Context: an optimization exercise on an open-source flow, tuned for small area, a short achievable clock period and few clock cycles per item. The choices shown serve that exercise and are no tape-out recipe. The RTL was checked by simulation tests, not by an equivalence proof against the original design.

**flow/config.mk**
```make
export PLATFORM = sky130hd
export DESIGN_NAME = signed_to_radix_digits
export DESIGN_NICKNAME = signed_to_radix_digits
export VERILOG_FILES = /design/flow/design.v
export SDC_FILE = /design/flow/constraint.sdc
export NUM_CORES = 4
export LEC_CHECK = 0
export CAP_MARGIN = 20
export CORE_MARGIN = 2
export CORE_UTILIZATION = 40
export SLEW_MARGIN = 20
```
**flow/run.sh**
```bash
#!/bin/bash
# synth_recipe.tcl (not shown) runs the flow's synth.tcl, then flattens the netlist and writes it again
# the make line also repeats each setting of config.mk as NAME=value (left out here)
make -C /OpenROAD-flow-scripts/flow DESIGN_CONFIG=/design/flow/config.mk WORK_HOME=/design/flow/orfs CLKGATE_MAP_FILE= SYNTH_SCRIPT=/design/flow/synth_recipe.tcl finish
```
**flow/constraint.sdc**
```tcl
create_clock -name core_clock -period 16.0 [get_ports {clk}]
set_input_delay 3.2000 -clock core_clock [delete_from_list [all_inputs] [get_ports {clk}]]
set_output_delay 3.2000 -clock core_clock [all_outputs]
set_load 0.01 [all_outputs]
```
**flow/design.v**
```verilog
package s2rd_pkg;
  localparam int MAG_W       = 64;    
  localparam int RADIX_W     = 6;     
  localparam int CHAR_W      = 8;     
  localparam int IN_TDATA_W  = 72;
  localparam int OUT_TDATA_W = 8;
  localparam int NCELL  = 20;
  localparam int CELL_W = 6;
  localparam int PTR_W  = 5;
  localparam logic [CHAR_W-1:0] ASCII_ZERO  = 8'h30;   
  localparam logic [CHAR_W-1:0] ASCII_MINUS = 8'h2D;   
endpackage
import s2rd_pkg::*;
module s2rd_divider
(
  input  logic [NCELL*CELL_W-1:0] d_in,
  input  logic [1:0]              bits,      
  input  logic [6:0]              radix,     
  input  logic [5:0]              half,      
  input  logic                    odd,       
  output logic [NCELL*CELL_W-1:0] d_out
);
  function automatic logic [NCELL*CELL_W-1:0] dbl(input logic [NCELL*CELL_W-1:0] d,
                                                 input logic b,
                                                 input logic [6:0] rr,
                                                 input logic [5:0] hh,
                                                 input logic oo);
    logic [NCELL-1:0] g, p, gn, pn;
    logic [NCELL:0]   c;
    logic [CELL_W-1:0] di;
    logic [CELL_W:0]   t;
    logic [NCELL*CELL_W-1:0] r;
    for (int i = 0; i < NCELL; i++) begin
      di   = d[i*CELL_W +: CELL_W];
      g[i] = (di >= hh);
      p[i] = oo && (di == hh - 6'd1);
    end
    g[0] = g[0] | (p[0] & b);
    p[0] = 1'b0;
    for (int s = 1; s < NCELL; s = s * 2) begin
      gn = g;
      pn = p;
      for (int i = s; i < NCELL; i++) begin
        gn[i] = g[i] | (p[i] & g[i-s]);
        pn[i] = p[i] & p[i-s];
      end
      g = gn;
      p = pn;
    end
    c[0] = b;
    for (int i = 0; i < NCELL; i++) c[i+1] = g[i];
    for (int i = 0; i < NCELL; i++) begin
      t = {d[i*CELL_W +: CELL_W], c[i]};
      if (c[i+1]) t = t - rr;
      r[i*CELL_W +: CELL_W] = t[CELL_W-1:0];
    end
    dbl = r;
  endfunction
  logic [NCELL*CELL_W-1:0] d_mid;
  assign d_mid = dbl(d_in,  bits[1], radix, half, odd);
  assign d_out = dbl(d_mid, bits[0], radix, half, odd);
endmodule
import s2rd_pkg::*;
module signed_to_radix_digits
(
  input  logic                   clk,
  input  logic                   rst_n,
  input  logic                   in_tvalid,
  output logic                   in_tready,
  input  logic [IN_TDATA_W-1:0]  in_tdata,    
  output logic                   out_tvalid,
  input  logic                   out_tready,
  output logic [OUT_TDATA_W-1:0] out_tdata,   
  output logic                   out_tlast    
);
  localparam logic [2:0] K_M1 = 3'd0;   
  localparam logic [2:0] K_P2 = 3'd1;   
  localparam logic [2:0] K_P4 = 3'd2;   
  localparam logic [2:0] K_P8 = 3'd3;   
  localparam logic [2:0] K_SQ = 3'd4;   
  typedef enum logic [1:0] {
    S_IDLE,
    S_CONV,
    S_FIND,
    S_EMIT
  } state_t;
  function automatic logic [CHAR_W-1:0] digit_to_ascii(input logic [5:0] d);
    logic [CHAR_W-1:0] c;
    if (d < 6'd10) c = ASCII_ZERO + CHAR_W'(d);
    else           c = 8'h37 + CHAR_W'(d);
    digit_to_ascii = c;
  endfunction
  state_t                  state_r;
  logic [MAG_W-1:0]        val_r;       
  logic                    neg_r;
  logic                    min_r;       
  logic                    first_r;     
  logic                    started_r;   
  logic [4:0]              pairs_r;     
  logic [5:0]              rraw_r;      
  logic [6:0]              big_r;       
  logic [5:0]              half_r;      
  logic                    odd_r;
  logic [2:0]              kind_r;
  logic [1:0]              sq_r;        
  logic [5:0]              rad_r;       
  logic [NCELL*CELL_W-1:0] cells_r;
  logic [PTR_W-1:0]        ptr_r;
  logic [2:0]              sub_r;
  logic                    out_tvalid_r;
  logic [CHAR_W-1:0]       out_char_r;
  logic                    out_last_r;
  logic [5:0] rad_c;
  logic [6:0] big_c;
  logic [2:0] kind_c;
  logic [1:0] sq_c;
  always_comb begin
    rad_c = rraw_r;
    if (rraw_r < 6'd2)       rad_c = 6'd2;
    else if (rraw_r > 6'd36) rad_c = 6'd36;
    big_c  = {1'b0, rad_c};
    kind_c = K_M1;
    sq_c   = 2'd0;
    case (rad_c)
      6'd2: begin big_c = 7'd64; kind_c = K_P2; end
      6'd3: begin big_c = 7'd9;  kind_c = K_SQ; sq_c = 2'd0; end
      6'd4: begin big_c = 7'd64; kind_c = K_P4; end
      6'd5: begin big_c = 7'd25; kind_c = K_SQ; sq_c = 2'd1; end
      6'd6: begin big_c = 7'd36; kind_c = K_SQ; sq_c = 2'd2; end
      6'd7: begin big_c = 7'd49; kind_c = K_SQ; sq_c = 2'd3; end
      6'd8: begin big_c = 7'd64; kind_c = K_P8; end
      default: ;
    endcase
  end
  logic z55, z61, z62;    
  logic inc;              
  logic m63, m62;         
  logic top8_zero;        
  logic skip;
  logic val_zero;
  logic [NCELL*CELL_W-1:0] cells_dbl;
  assign z55 = (val_r[55:0] == '0);
  assign z61 = z55 && (val_r[61:56] == '0);
  assign z62 = z61 && !val_r[62];
  assign inc = neg_r && !(first_r ? z62 : min_r);
  assign m63 = val_r[63] ^ neg_r ^ (inc && z62);
  assign m62 = val_r[62] ^ neg_r ^ (inc && z61);
  assign top8_zero = (val_r[63:56] == {8{neg_r}}) && !(inc && z55);
  assign skip      = !started_r && top8_zero;
  assign val_zero  = !started_r && !neg_r && (val_r == '0);
  s2rd_divider u_cells (
    .d_in  (cells_r),
    .bits  ({m63, m62}),
    .radix (big_r),
    .half  (half_r),
    .odd   (odd_r),
    .d_out (cells_dbl)
  );
  logic [NCELL-1:0]  nz;
  logic [PTR_W-1:0]  top_c;
  logic [CELL_W-1:0] top_cell;
  logic [2:0]        top_sub;
  logic [CELL_W-1:0] cur_cell;
  logic [5:0]        digit;
  logic [2:0]        sub_max;
  logic [5:0]        sq_hi, sq_lo;
  logic              slot_free;
  logic              out_load;
  logic [CHAR_W-1:0] out_char_c;
  logic              out_last_c;
  always_comb begin
    top_c = '0;
    for (int i = 0; i < NCELL; i++) begin
      nz[i] = (cells_r[i*CELL_W +: CELL_W] != '0);
      if (nz[i]) top_c = PTR_W'(i);
    end
  end
  assign top_cell = cells_r[top_c*CELL_W +: CELL_W];
  assign cur_cell = cells_r[ptr_r*CELL_W +: CELL_W];
  always_comb begin
    top_sub = 3'd0;
    case (kind_r)
      K_P2: begin
        for (int k = 1; k < 6; k++) if (top_cell[k]) top_sub = 3'(k);
      end
      K_P4: top_sub = (top_cell[5:4] != 0) ? 3'd2 : (top_cell[3:2] != 0) ? 3'd1 : 3'd0;
      K_P8: top_sub = (top_cell[5:3] != 0) ? 3'd1 : 3'd0;
      K_SQ: top_sub = (top_cell >= rad_r) ? 3'd1 : 3'd0;
      default: top_sub = 3'd0;
    endcase
  end
  always_comb begin
    case (kind_r)
      K_P2:    sub_max = 3'd5;
      K_P4:    sub_max = 3'd2;
      K_P8:    sub_max = 3'd1;
      K_SQ:    sub_max = 3'd1;
      default: sub_max = 3'd0;
    endcase
  end
  always_comb begin
    case (sq_r)
      2'd0:    begin sq_hi = cur_cell / 6'd3; sq_lo = cur_cell % 6'd3; end
      2'd1:    begin sq_hi = cur_cell / 6'd5; sq_lo = cur_cell % 6'd5; end
      2'd2:    begin sq_hi = cur_cell / 6'd6; sq_lo = cur_cell % 6'd6; end
      default: begin sq_hi = cur_cell / 6'd7; sq_lo = cur_cell % 6'd7; end
    endcase
  end
  always_comb begin
    case (kind_r)
      K_P2:    digit = {5'd0, cur_cell[sub_r]};
      K_P4:    digit = {4'd0, cur_cell[sub_r*2 +: 2]};
      K_P8:    digit = {3'd0, cur_cell[sub_r*3 +: 3]};
      K_SQ:    digit = sub_r[0] ? sq_hi : sq_lo;
      default: digit = cur_cell;
    endcase
  end
  assign slot_free = !out_tvalid_r || out_tready;
  assign out_load  = slot_free && ((state_r == S_FIND && neg_r) || state_r == S_EMIT);
  assign out_char_c = (state_r == S_FIND) ? ASCII_MINUS : digit_to_ascii(digit);
  assign out_last_c = (state_r == S_EMIT) && (ptr_r == '0) && (sub_r == '0);
  always_ff @(posedge clk) begin
    if (!rst_n) begin
      state_r      <= S_IDLE;
      out_tvalid_r <= 1'b0;
    end else begin
      if (out_load) begin
        out_tvalid_r <= 1'b1;
      end else if (out_tready) begin
        out_tvalid_r <= 1'b0;
      end
      case (state_r)
        S_IDLE: begin
          if (in_tvalid) state_r <= S_CONV;
        end
        S_CONV: begin
          if (val_zero || (skip ? pairs_r == 5'd4 : pairs_r == 5'd1)) state_r <= S_FIND;
        end
        S_FIND: begin
          if (!neg_r || slot_free) state_r <= S_EMIT;
        end
        S_EMIT: begin
          if (slot_free && out_last_c) state_r <= S_IDLE;
        end
        default: state_r <= S_IDLE;
      endcase
    end
  end
  always_ff @(posedge clk) begin
    rad_r  <= rad_c;
    big_r  <= big_c;
    half_r <= 6'(({1'b0, big_c} + 8'd1) >> 1);
    odd_r  <= big_c[0];
    kind_r <= kind_c;
    sq_r   <= sq_c;
    if (state_r == S_IDLE) begin
      val_r     <= in_tdata[MAG_W-1:0];
      neg_r     <= in_tdata[MAG_W-1];
      rraw_r    <= in_tdata[MAG_W +: RADIX_W];
      first_r   <= 1'b1;
      started_r <= 1'b0;
      pairs_r   <= 5'd0;    
      cells_r   <= '0;
    end else if (state_r == S_CONV) begin
      first_r <= 1'b0;
      if (first_r) min_r <= neg_r && z62;
      if (skip) begin
        val_r   <= {val_r[MAG_W-9:0], 8'd0};
        pairs_r <= pairs_r - 5'd4;
      end else begin
        val_r     <= {val_r[MAG_W-3:0], 2'd0};
        pairs_r   <= pairs_r - 5'd1;
        started_r <= started_r || m63 || m62;
        cells_r   <= cells_dbl;
      end
    end
  end
  always_ff @(posedge clk) begin
    if (state_r == S_FIND) begin
      ptr_r <= top_c;
      sub_r <= top_sub;
    end else if (state_r == S_EMIT && slot_free) begin
      if (sub_r == '0) begin
        ptr_r <= ptr_r - 1'b1;
        sub_r <= sub_max;
      end else begin
        sub_r <= sub_r - 1'b1;
      end
    end
    if (out_load) begin
      out_char_r <= out_char_c;
      out_last_r <= out_last_c;
    end
  end
  assign in_tready  = (state_r == S_IDLE);
  assign out_tvalid = out_tvalid_r;
  assign out_tdata  = out_char_r;
  assign out_tlast  = out_last_r;
endmodule
```
==> run notes <==
sequential cells by signal, indices dropped and copies added, names as in the netlist, 2 cells and up:
signal,count
big_r,6
cells_r,120
half_r,6
kind_r,3
out_char_r,7
pairs_r,5
ptr_r,5
rad_r,6
rraw_r,6
sq_r,2
state_r,2
sub_r,3
val_r,64
cells by family (layout without fill, tap and decap cells):
group,count (synthesis),after routing,share of synthesized area
buf+inv,409,465,0.0484
fa+ha+maj,521,521,0.210
simple gates,1028,1028,0.154
flops,241,241,0.175
mux,234,234,0.0886
compound gates,1050,1050,0.211
other cells,1,1,0.000115
xor+xnor,396,396,0.114
routing by layer:
| layer | wire length [um] | part of all wire | vias up | track usage |
|---|---|---|---|---|
| met5 | 0 | 0 | - | 0 |
| met4 | 3830 | 0.036 | 0 | 0.0866 |
| met3 | 6400 | 0.061 | 208 | 0.0262 |
| met2 | 48500 | 0.46 | 936 | 0.414 |
| li1 | - | - | 14200 | - |
| met1 | 47000 | 0.44 | 14000 | 0.340 |
Yosys cell counts (21+ instances only):
library cell,instances
nor3_1,56
mux2_2,35
ha_1,479
mux2i_1,159
nor2_1,256
edfxtp_1,88
a31oi_1,21
o211ai_1,34
dfxtp_1,153
a21o_1,189
nand2_1,300
mux4_2,40
xor2_1,89
nor2b_1,43
a211oi_1,80
xnor2_1,289
nor4_1,61
or3_1,21
o21ai_0,198
a21oi_1,302
inv_1,219
fa_1,41
nand2b_1,95
clkbuf_1,137
nand4_1,23
nand3_1,65
metrics by stage:
stage          hold WS (ps)  std cells
3_5_place_dp            505       4932
5_1_grt                 558       4996
2_1_floorplan           459       3880
6_report                514       4996
4_1_cts                 518       4996
3_3_place_gp            484       4932
worst min-delay path, stage by stage (launching register included):
cell	delay, ps
dfxtp_1	310
nor2_1	100
a211oi_1	50
area by class of cell:
class | instances | area (um^2) | area share
Multi-Input combinational cell | 3230 | 25400 | 0.705
Sequential cell | 241 | 5710 | 0.158
Timing Repair Buffer | 169 | 1480 | 0.0409
Tap cell | 1060 | 1330 | 0.0368
Clock buffer | 47 | 992 | 0.0275
Inverter | 232 | 876 | 0.0243
Clock inverter | 17 | 270 | 0.00749
final timing paths:
path / end / from
worst max register to register: out_char_r[4]$_SDFFCE_PP0P_ / ptr_r[1]$_DFFE_PP_
worst max-delay path: out_char_r[4]$_SDFFCE_PP0P_ / ptr_r[1]$_DFFE_PP_
worst min register to register: pairs_r[1]$_SDFFE_PP0P_ / pairs_r[1]$_SDFFE_PP0P_
worst min-delay path: pairs_r[1]$_SDFFE_PP0P_ / pairs_r[1]$_SDFFE_PP0P_
==> results.sh <==
export IMPL_postSynthNetCount=4476
export IMPL_fin_skew_ps=31.4
export IMPL_synth_top_area_share=0.184
export IMPL_die_area_um2=83700
export IMPL_grt_pass1_wl_mm=166
export IMPL_slew_headroom=0.293
export IMPL_reg2regPathDepth=39
export IMPL_grt_max_degree=76
export IMPL_r2r_slack_ps=4730
export IMPL_areaGrowthSynthToFinish_pct=10.8
export IMPL_cts_resized=0
export IMPL_crit_arrival_ps=11540
export IMPL_hold_buffers=0
export IMPL_design_area_um2=36100
export IMPL_tightestPinTransition_ps=1060
export IMPL_hold_depth=2
export IMPL_postCtsSetupBuffers=0
export IMPL_synthArstFlopShare=0
export IMPL_outcome="complete, no violations"
export IMPL_clockBufferDepth=3
export IMPL_final_util=0.448
export IMPL_crit_slowest_cell="edfxtp_1"
export IMPL_setup_tns_ps=0
export IMPL_h_tree_depth=2
export IMPL_synth_area_leaders="ha_1, dfxtp_1, edfxtp_1, xnor2_1, mux2i_1"
export IMPL_die_w_um=289
export IMPL_cp_max_fo=22
export IMPL_cts_tree="done"
export IMPL_max_freq_mhz=88.8
export IMPL_synth_ff_type="dfxtp_1"
export IMPL_setup_ws_ps=4730
export IMPL_place_hpwl_mm=75.4
export IMPL_drive_gt1_frac=0.0772
export IMPL_coreArea_um2=80500
export IMPL_finalHoldViolations=0
export IMPL_cts_inserted_buffers=36
export IMPL_cp_top_family="compound AO/OA/AOI/OAI gates"
export IMPL_synth_enable_flop_cells=88
export IMPL_setup_viol=0
export IMPL_grt_overflow_total=0
export IMPL_grt_usage=0.251
export IMPL_n_antenna_cell=0
export IMPL_finalCritPeriodShare=0.704
export IMPL_drc=0
export IMPL_dr_pass1_iters=5
export IMPL_yosysTopAreaCell="ha_1"
export IMPL_fillCellCount=7868
export IMPL_wl_mm=106
export IMPL_rows=104
export IMPL_rsz0062_at_grt="false"
export IMPL_avgSynthCellArea_um2=8.39
export IMPL_gp_congestion=0.906
export IMPL_cts_num_sinks=241
export IMPL_period_minus_slack_ps=11270
export IMPL_max_cap_violations=0
export IMPL_grt_pass1_vias=28300
export IMPL_wl_per_cell_um=21.2
export IMPL_post_place_ws_ps=4810
export IMPL_clkLatencyLatePin_ps=590
export IMPL_start_util=0.404
export IMPL_layout_common_cells="ha_1, a21oi_1, nand2_1, xnor2_1, nor2_1"
export IMPL_die_height_um=289
export IMPL_antenna_found_initial=0
export IMPL_synth_area_um2=32600
export IMPL_critPathLaunchType="register"
export IMPL_crit_type="register to register"
export IMPL_hold_class="register to register"
export IMPL_ys_warnings_count=2
export IMPL_worstPathBufferInverterCount=3
export IMPL_slowest_delay_ps=670
export IMPL_slew_viol_final=0
export IMPL_synth_cell_types=96
export IMPL_vias=29400
export IMPL_cts_root_buf="clkbuf_16"
export IMPL_end_kind="register"
export IMPL_drt_iter0_markers=2403
export IMPL_cp_depth=39
export IMPL_clk_pin_slew_ps=60
export IMPL_ys_ff_latch=241
export IMPL_final_antenna_net_count=0
export IMPL_layout_commonest_cell="ha_1"
export IMPL_fin_nets=4506
export IMPL_cp_required_ps=16270
export IMPL_synthCells=3880
export IMPL_port_buffers=83
export IMPL_via_per_inst=5.88
export IMPL_pin_count=87
export IMPL_post_dp_cell_area_um2=34800
export IMPL_ys_seq_area_frac=0.175
Testbench counts, summed over its fixed seeds: cycles 21,690, numbers 512.

what the ideal ports hide:
How much do the figures lean on ideal ports? The routed layout below was timed once more, with nothing changed but the port constraints. Step 1 (the two cells are an assumption about what drives the block):
set clk [get_ports {clk}]
set_driving_cell -lib_cell sky130_fd_sc_hd__clkbuf_16 $clk
set_driving_cell -lib_cell sky130_fd_sc_hd__buf_2 [delete_from_list [all_inputs] $clk]
Step 2 moves the port delays by t, midway between the first and last clock arrival at a register: inputs arrive t later, outputs are due t later. That takes back most of the time a late clock gives input paths. a / b / c = ideal ports / drivers / drivers and shift; a / b = the first two.
t, ns: 0.637
setup WS [ns]: 4.735 / 4.735 / 4.735
worst hold slack (ns): 0.514 / 0.514 / 0.514
worst setup path at the end: register to register
slew at the worst register clock pin (ns): 0.06 / 0.06
After both steps setup and hold are still met in this run. For this run, drivers alone change the setup slack by 0.000 ns; drivers and shift together by 0.000 ns.
